Background: an optimization exercise with open tools, aiming at small area and a short achievable clock period. Do not read the settings as production practice. Where RTL was checked, it was by simulation tests only, not by an equivalence proof against the original. Power figures rest on the tool's default switching activity, not on a simulated workload.

## old
// biq_top
module biq_top (
    input  logic                 clk,
    input  logic                 rst_clk,
    input  logic                 global_flush,
    input  logic                 dispatch_stall,
    input  logic                 in_vld,
    input  biq_pkg::pipe_t       in_pipe,
    input  biq_pkg::iid_t        in_iid,
    input  biq_pkg::opcode_t     in_opcode,
    input  biq_pkg::funct7_t     in_funct7,
    input  biq_pkg::funct3_t     in_funct3,
    input  biq_pkg::xlen_t       in_pc,
    input  logic                 in_psrc1_vld,
    input  logic                 in_psrc1_ready,
    input  biq_pkg::preg_t       in_psrc1,
    input  logic                 in_psrc2_vld,
    input  logic                 in_psrc2_ready,
    input  biq_pkg::preg_t       in_psrc2,
    input  logic                 in_pdst_vld,
    input  biq_pkg::preg_t       in_pdst,
    input  logic                 in_imm_vld,
    input  biq_pkg::xlen_t       in_imm,
    input  biq_pkg::wake_vld_t   wake_vld,
    input  biq_pkg::wake_preg_t  wake_preg,
    output logic                 biq_stall,
    output logic                 biq_vld,
    output biq_pkg::iid_t        biq_iid,
    output biq_pkg::opcode_t     biq_opcode,
    output biq_pkg::funct7_t     biq_funct7,
    output biq_pkg::funct3_t     biq_funct3,
    output biq_pkg::xlen_t       biq_pc,
    output logic                 biq_psrc1_vld,
    output biq_pkg::preg_t       biq_psrc1,
    output logic                 biq_psrc2_vld,
    output biq_pkg::preg_t       biq_psrc2,
    output logic                 biq_pdst_vld,
    output biq_pkg::preg_t       biq_pdst,
    output logic                 biq_imm_vld,
    output biq_pkg::xlen_t       biq_imm
);
==> module biq_ctrl, before the edit <==
module biq_ctrl (
    input  logic                     clk,
    input  logic                     rst_clk,
    input  logic                     global_flush,
    input  logic                     in_vld,
    input  biq_pkg::pipe_t           in_pipe,
    input  logic                     dispatch_stall,
    input  logic                     head_rdy1_nxt,    
    input  logic                     head_rdy2_nxt,
    output logic [3-1:0]  buf_wr,           
    output logic                     ld_in,            
    output logic [3-1:0]  ld_buf,           
    output logic                     ld_hold,          
    output logic                     biq_vld,
    output logic                     biq_stall
);
    logic [4:0]       cnt_oh;
    logic [4:0]       cnt_nxt;
    logic [3-1:0]   bhead_oh;
    logic [3-1:0]   bhead_nxt;
    logic [3-1:0]   btail_oh;
    logic [3-1:0]   btail_nxt;
    logic                      create_vld;
    logic                      issue;
    logic                      empty;
    logic                      full;
    logic                      more;        
    logic                      vld_q;
    logic                      vld_nxt;
    logic                      ld_head_nxt;
    logic                      more_nxt;
    assign empty = cnt_oh[0];
    assign full  = cnt_oh[4];
    assign more  = ~cnt_oh[0] & ~cnt_oh[1];
    assign issue = vld_q;       
    assign create_vld = in_vld & in_pipe[2] & ~dispatch_stall & ~full & ~global_flush;
    always_comb
    begin
        case ({create_vld, issue})
            2'b10:   cnt_nxt = {cnt_oh[4-1:0], 1'b0};
            2'b01:   cnt_nxt = {1'b0, cnt_oh[4:1]};
            default: cnt_nxt = cnt_oh;
        endcase
        bhead_nxt = bhead_oh;
        if (issue & more)
            bhead_nxt = {bhead_oh[3-2:0], bhead_oh[3-1]};
        btail_nxt = btail_oh;
        if (create_vld & ~empty & ~(issue & ~more))
            btail_nxt = {btail_oh[3-2:0], btail_oh[3-1]};
    end
    assign vld_nxt     = ~cnt_nxt[0] & head_rdy1_nxt & head_rdy2_nxt;
    assign ld_head_nxt = vld_nxt | cnt_nxt[0];
    assign more_nxt    = ~cnt_nxt[0] & ~cnt_nxt[1];
    always_ff @(posedge clk or negedge rst_clk)
    begin
        if (!rst_clk)
        begin
            cnt_oh   <= 1;
            bhead_oh <= 1;
            btail_oh <= 1;
            vld_q    <= 1'b0;
            ld_in    <= 1'b1;
            ld_buf   <= '0;
            ld_hold  <= 1'b0;
            buf_wr   <= 1;
        end
        else if (global_flush)
        begin
            cnt_oh   <= 1;
            bhead_oh <= 1;
            btail_oh <= 1;
            vld_q    <= 1'b0;
            ld_in    <= 1'b1;
            ld_buf   <= '0;
            ld_hold  <= 1'b0;
            buf_wr   <= 1;
        end
        else
        begin
            cnt_oh   <= cnt_nxt;
            bhead_oh <= bhead_nxt;
            btail_oh <= btail_nxt;
            vld_q    <= vld_nxt;
            ld_in    <= ld_head_nxt & ~more_nxt;
            ld_buf   <= {3{vld_nxt & more_nxt}} & bhead_nxt;
            ld_hold  <= ~ld_head_nxt;
            buf_wr   <= btail_nxt & {3{~cnt_nxt[4]}};
        end
    end
    assign biq_vld   = vld_q;
    assign biq_stall = full;
endmodule
Settings: LEC_CHECK=0, CAP_MARGIN=20, CORE_MARGIN=2, CORE_UTILIZATION=40, SETUP_SLACK_MARGIN=2.0, SLEW_MARGIN=20; clock period 4.0 ns.
standard.sh (not shown) runs the stock make flow with config.mk's settings and CLKGATE_MAP_FILE= SYNTH_SCRIPT=/design/flow/synth_recipe.tcl, a recipe that flattens the netlist after the stock synthesis.
==> flow/flow/run.sh <==
#!/bin/bash
set -euo pipefail
export BUFFER_PORTS_ARGS="-buffer_cell sky130_fd_sc_hd__buf_2"
bash standard.sh finish > flow_standard.log 2>&1
Edits applied to the flow inputs when going from old to new:
==> flow/design.v, changed modules only <==
module biq_ctrl (
    input  logic                     clk,
    input  logic                     rst_clk,
    input  logic                     global_flush,
    input  logic                     in_vld,
    input  biq_pkg::pipe_t           in_pipe,
    input  logic                     dispatch_stall,
    input  logic                     head_rdy1_nxt,    
    input  logic                     head_rdy2_nxt,
    output logic [3-1:0]  buf_wr,           
    output logic                     ld_in,            
    output logic [3-1:0]  ld_buf,           
    output logic                     ld_hold,          
    output logic                     biq_vld,
    output logic                     biq_stall
);
    logic [4:0]       cnt_oh;
    logic [4:0]       cnt_nxt;
    logic [3-1:0]   bhead_oh;
    logic [3-1:0]   bhead_nxt;
    logic [3-1:0]   btail_oh;
    logic [3-1:0]   btail_nxt;
    logic                      create_vld;
    logic                      issue;
    logic                      empty;
    logic                      full;
    logic                      more;        
    logic                      vld_q;
    logic                      vld_nxt;
    logic                      ld_head;
    assign empty = cnt_oh[0];
    assign full  = cnt_oh[4];
    assign more  = ~cnt_oh[0] & ~cnt_oh[1];
    assign issue = vld_q;       
    assign create_vld = in_vld & in_pipe[2] & ~dispatch_stall & ~full & ~global_flush;
    always_comb
    begin
        case ({create_vld, issue})
            2'b10:   cnt_nxt = {cnt_oh[4-1:0], 1'b0};
            2'b01:   cnt_nxt = {1'b0, cnt_oh[4:1]};
            default: cnt_nxt = cnt_oh;
        endcase
        bhead_nxt = bhead_oh;
        if (issue & more)
            bhead_nxt = {bhead_oh[3-2:0], bhead_oh[3-1]};
        btail_nxt = btail_oh;
        if (create_vld & ~empty & ~(issue & ~more))
            btail_nxt = {btail_oh[3-2:0], btail_oh[3-1]};
    end
    assign vld_nxt = ~cnt_nxt[0] & head_rdy1_nxt & head_rdy2_nxt;
    assign ld_head = issue | empty;
    assign ld_in   = ld_head & ~more;
    assign ld_buf  = {3{issue & more}} & bhead_oh;
    assign ld_hold = ~ld_head;
    always_ff @(posedge clk or negedge rst_clk)
    begin
        if (!rst_clk)
        begin
            cnt_oh   <= 1;
            bhead_oh <= 1;
            btail_oh <= 1;
            vld_q    <= 1'b0;
            buf_wr   <= 1;
        end
        else if (global_flush)
        begin
            cnt_oh   <= 1;
            bhead_oh <= 1;
            btail_oh <= 1;
            vld_q    <= 1'b0;
            buf_wr   <= 1;
        end
        else
        begin
            cnt_oh   <= cnt_nxt;
            bhead_oh <= bhead_nxt;
            btail_oh <= btail_nxt;
            vld_q    <= vld_nxt;
            buf_wr   <= btail_nxt & {3{~cnt_nxt[4]}};
        end
    end
    assign biq_vld   = vld_q;
    assign biq_stall = full;
endmodule
### Flow results
Taking old as the reference point, the number of library cell types mapped by synthesis of new rises by about 5%.
Looking at slack of the critical path, new sits 0.30 ns higher than old does.
Against old, overall power after layout in new came out better.
On new: design area is 0.91% higher than what old gave.
Compared with old, new shows a higher setup slack on the worst flop-to-flop path.
Cmp old and new / worst hold slack / higher: old
Changes observed in new relative to old: multi-input gate area in the final layout up 1.3%; via count of the first global-routing pass up 281; area of the mapped netlist flat; growth of design area from synthesis to finish up 1.2 points.
The lower routed wire length came out of old.
Of the two values seen for last element of the critical path, u_ctrl.vld_q was produced by new and u_ctrl.ld_buf[2] by old.
Between old and new, the proportion of power drawn by combinational gates is higher for old.
Comparing register fraction of the total cell area for old and new, the smaller number came from new.
For old, only the layout was checked, not whether the RTL still works.

---

biq_top with an RTL version that a note above also has.
Size in the first run: about 390 I/O pins.
clock: 4.0 ns
lec_check: 0
cap_margin: 20
core_margin: 2
core_utilization: 60
setup_slack_margin: 2.0
slew_margin: 20
==> flow/flow/run.sh <==
#!/bin/bash
set -euo pipefail
export BUFFER_PORTS_ARGS="-buffer_cell sky130_fd_sc_hd__buf_1"
export POST_GLOBAL_PLACE_TCL="$PWD/flow/port_bufs.tcl"
export CTS_ARGS="-sink_clustering_enable -repair_clock_nets -dont_use_dummy_load"
bash standard.sh finish > flow_standard.log 2>&1
==> flow/flow/port_bufs.tcl <==
# Input port buffers that drive many loads get a stronger buffer.
set n 0
set block [ord::get_db_block]
foreach bterm [$block getBTerms] {
  if { [$bterm getIoType] != "INPUT" } { continue }
  set net [$bterm getNet]
  if { $net == "NULL" } { continue }
  foreach iterm [$net getITerms] {
    set inst [$iterm getInst]
    if { [[$inst getMaster] getName] != "sky130_fd_sc_hd__buf_1" } { continue }
    set onet [[$inst findITerm X] getNet]
    if { $onet == "NULL" } { continue }
    set fo [expr { [llength [$onet getITerms]] - 1 }]
    if { $fo >= 8 } {
      replace_cell [get_cells [$inst getName]] sky130_fd_sc_hd__buf_4
      incr n
    }
  }
}
puts "port_bufs: resized $n input port buffers"
Rerun with:
--- a/flow/design.v
+++ b/flow/design.v
@@ -59,22 +59,23 @@
     end
 endmodule
 `timescale 1ns/100ps
 module biq_ctrl (
     input  logic                     clk,
     input  logic                     rst_clk,
     input  logic                     global_flush,
     input  logic                     in_vld,
     input  biq_pkg::pipe_t           in_pipe,
     input  logic                     dispatch_stall,
-    input  logic                     head_rdy1_nxt,    
-    input  logic                     head_rdy2_nxt,
+    input  logic                     hold_ready_nxt,   
+    input  logic                     in_ready,         
+    input  logic [3-1:0]  buf_ready_nxt,    
     output logic [3-1:0]  buf_wr,           
     output logic                     ld_in,            
     output logic [3-1:0]  ld_buf,           
     output logic                     ld_hold,          
     output logic                     biq_vld,
     output logic                     biq_stall
 );
     logic [4:0]       cnt_oh;
     logic [4:0]       cnt_nxt;
     logic [3-1:0]   bhead_oh;
@@ -101,21 +102,23 @@
             2'b01:   cnt_nxt = {1'b0, cnt_oh[4:1]};
             default: cnt_nxt = cnt_oh;
         endcase
         bhead_nxt = bhead_oh;
         if (issue & more)
             bhead_nxt = {bhead_oh[3-2:0], bhead_oh[3-1]};
         btail_nxt = btail_oh;
         if (create_vld & ~empty & ~(issue & ~more))
             btail_nxt = {btail_oh[3-2:0], btail_oh[3-1]};
     end
-    assign vld_nxt = ~cnt_nxt[0] & head_rdy1_nxt & head_rdy2_nxt;
+    assign vld_nxt = (ld_hold & hold_ready_nxt)
+                   | (ld_in & create_vld & in_ready)
+                   | |(ld_buf & buf_ready_nxt);
     assign ld_head = issue | empty;
     assign ld_in   = ld_head & ~more;
     assign ld_buf  = {3{issue & more}} & bhead_oh;
     assign ld_hold = ~ld_head;
     always_ff @(posedge clk or negedge rst_clk)
     begin
         if (!rst_clk)
         begin
             cnt_oh   <= 1;
             bhead_oh <= 1;
@@ -154,21 +157,22 @@
     input  logic                          in_rdy2,
     input  logic [3-1:0][172-1:0] buf_pay,
     input  logic [3-1:0]       buf_rdy1_nxt,
     input  logic [3-1:0]       buf_rdy2_nxt,
     input  biq_pkg::wake_vld_t            wake_vld,
     input  logic [4*6-1:0] wake_preg,    
     output logic [172-1:0]         pay,
     output logic                          rdy1,
     output logic                          rdy2,
     output logic                          rdy1_nxt,
-    output logic                          rdy2_nxt
+    output logic                          rdy2_nxt,
+    output logic                          hold_ready_nxt    
 );
     logic                  wake_hit1;
     logic                  wake_hit2;
     logic [172-1:0] pay_d;
     always_comb
     begin
         wake_hit1 = 1'b0;
         wake_hit2 = 1'b0;
         for (int i = 0; i < 4; i++)
         begin
@@ -183,20 +187,21 @@
         pay_d    = ({172{ld_in}} & in_pay) | ({172{ld_hold}} & pay);
         rdy1_nxt = (ld_in & in_rdy1) | (ld_hold & (rdy1 | wake_hit1));
         rdy2_nxt = (ld_in & in_rdy2) | (ld_hold & (rdy2 | wake_hit2));
         for (int j = 0; j < 3; j++)
         begin
             pay_d    = pay_d | ({172{ld_buf[j]}} & buf_pay[j]);
             rdy1_nxt = rdy1_nxt | (ld_buf[j] & buf_rdy1_nxt[j]);
             rdy2_nxt = rdy2_nxt | (ld_buf[j] & buf_rdy2_nxt[j]);
         end
     end
+    assign hold_ready_nxt = (rdy1 | wake_hit1) & (rdy2 | wake_hit2);
     always_ff @(posedge clk)
     begin
         pay  <= pay_d;
         rdy1 <= rdy1_nxt;
         rdy2 <= rdy2_nxt;
     end
 endmodule
 `timescale 1ns/100ps
 module biq_top (
     input  logic                 clk,
@@ -245,40 +250,42 @@
     logic [3-1:0]               buf_rdy1_nxt;
     logic [3-1:0]               buf_rdy2_nxt;
     logic [3-1:0]               buf_wr;
     logic [3-1:0]               ld_buf;
     logic                                  ld_in;
     logic                                  ld_hold;
     logic                                  head_rdy1;
     logic                                  head_rdy2;
     logic                                  head_rdy1_nxt;
     logic                                  head_rdy2_nxt;
+    logic                                  hold_ready_nxt;
     logic                                  in_hit1;
     logic                                  in_hit2;
     logic                                  in_rdy1;
     logic                                  in_rdy2;
     assign wake_flat = wake_preg;
     assign in_pay = {in_iid, in_opcode, in_funct7, in_funct3, in_pc,
                      in_psrc1_vld, in_psrc1, in_psrc2_vld, in_psrc2,
                      in_pdst_vld, in_pdst, in_imm_vld, in_imm};
     assign {biq_iid, biq_opcode, biq_funct7, biq_funct3, biq_pc,
             biq_psrc1_vld, biq_psrc1, biq_psrc2_vld, biq_psrc2,
             biq_pdst_vld, biq_pdst, biq_imm_vld, biq_imm} = head_pay;
     biq_ctrl u_ctrl (
         .clk            (clk),
         .rst_clk        (rst_clk),
         .global_flush   (global_flush),
         .in_vld         (in_vld),
         .in_pipe        (in_pipe),
         .dispatch_stall (dispatch_stall),
-        .head_rdy1_nxt  (head_rdy1_nxt),
-        .head_rdy2_nxt  (head_rdy2_nxt),
+        .hold_ready_nxt (hold_ready_nxt),
+        .in_ready       (in_rdy1 & in_rdy2),
+        .buf_ready_nxt  (buf_rdy1_nxt & buf_rdy2_nxt),
         .buf_wr         (buf_wr),
         .ld_in          (ld_in),
         .ld_buf         (ld_buf),
         .ld_hold        (ld_hold),
         .biq_vld        (biq_vld),
         .biq_stall      (biq_stall)
     );
     always_comb
     begin
         in_hit1 = 1'b0;
@@ -318,13 +325,14 @@
         .in_rdy2      (in_rdy2),
         .buf_pay      (buf_pay),
         .buf_rdy1_nxt (buf_rdy1_nxt),
         .buf_rdy2_nxt (buf_rdy2_nxt),
         .wake_vld     (wake_vld),
         .wake_preg    (wake_flat),
         .pay          (head_pay),
         .rdy1         (head_rdy1),
         .rdy2         (head_rdy2),
         .rdy1_nxt     (head_rdy1_nxt),
-        .rdy2_nxt     (head_rdy2_nxt)
+        .rdy2_nxt     (head_rdy2_nxt),
+        .hold_ready_nxt (hold_ready_nxt)
     );
 endmodule
- worst setup slack improves by 0.16 ns
- clock skew came out lower by 0.020 ns
- final cell count rose by about 0.6%
- power barely changes
- flip-flop and latch count does not change
- routed wire length rises by 1.2%
- synthesized cell count barely changes
- utilization goes up by 0.79 points
- first-iteration DRC count rises by about 3.6%
- maximum frequency went up by 8.0%
- via count grows by 1.2%
- non-clock buffer count grows by 12
- die area hardly moves
- count of clock-buffer cells in the layout increases by 1

==> port drivers added, routing unchanged <==
No port has a modelled driver above. Below, the same layouts with a new extraction and two added sets of constraints. Step 1 assumes that a clkbuf_16 drives the clock port and a buf_2 every other input. Step 2 moves the port delays by t, midway between the first and last clock arrival at a register: inputs arrive t later, outputs are due t later. That takes back most of the time a late clock gives input paths. Three values: ideal ports, drivers, drivers and shift; two values: the first two.
run | t (ns) | setup slack, ns | latest minus earliest clock arrival (ns) | slew at the worst register clock pin (ns) | worst slew at a driven data input, ns
old | 0.667 | 1.653 / 1.653 / 1.088 | 0.027 / 0.027 | 0.07 / 0.07 | 0.12
new | 0.677 | 1.956 / 1.922 / 1.309 | 0.030 / 0.030 | 0.06 / 0.06 | 0.09
the first run of note 2 | 0.636 | 1.826 / 1.863 / 1.229 | 0.063 / 0.064 | 0.06 / 0.06 | 0.11
the second run of note 2 | 0.655 | 1.987 / 1.948 / 1.375 | 0.048 / 0.049 | 0.06 / 0.06 | 0.10
After both steps setup and hold are still met in every run listed. The setup slack of new, which loses most, moves by -0.034 ns with the drivers and by -0.647 ns with both steps.
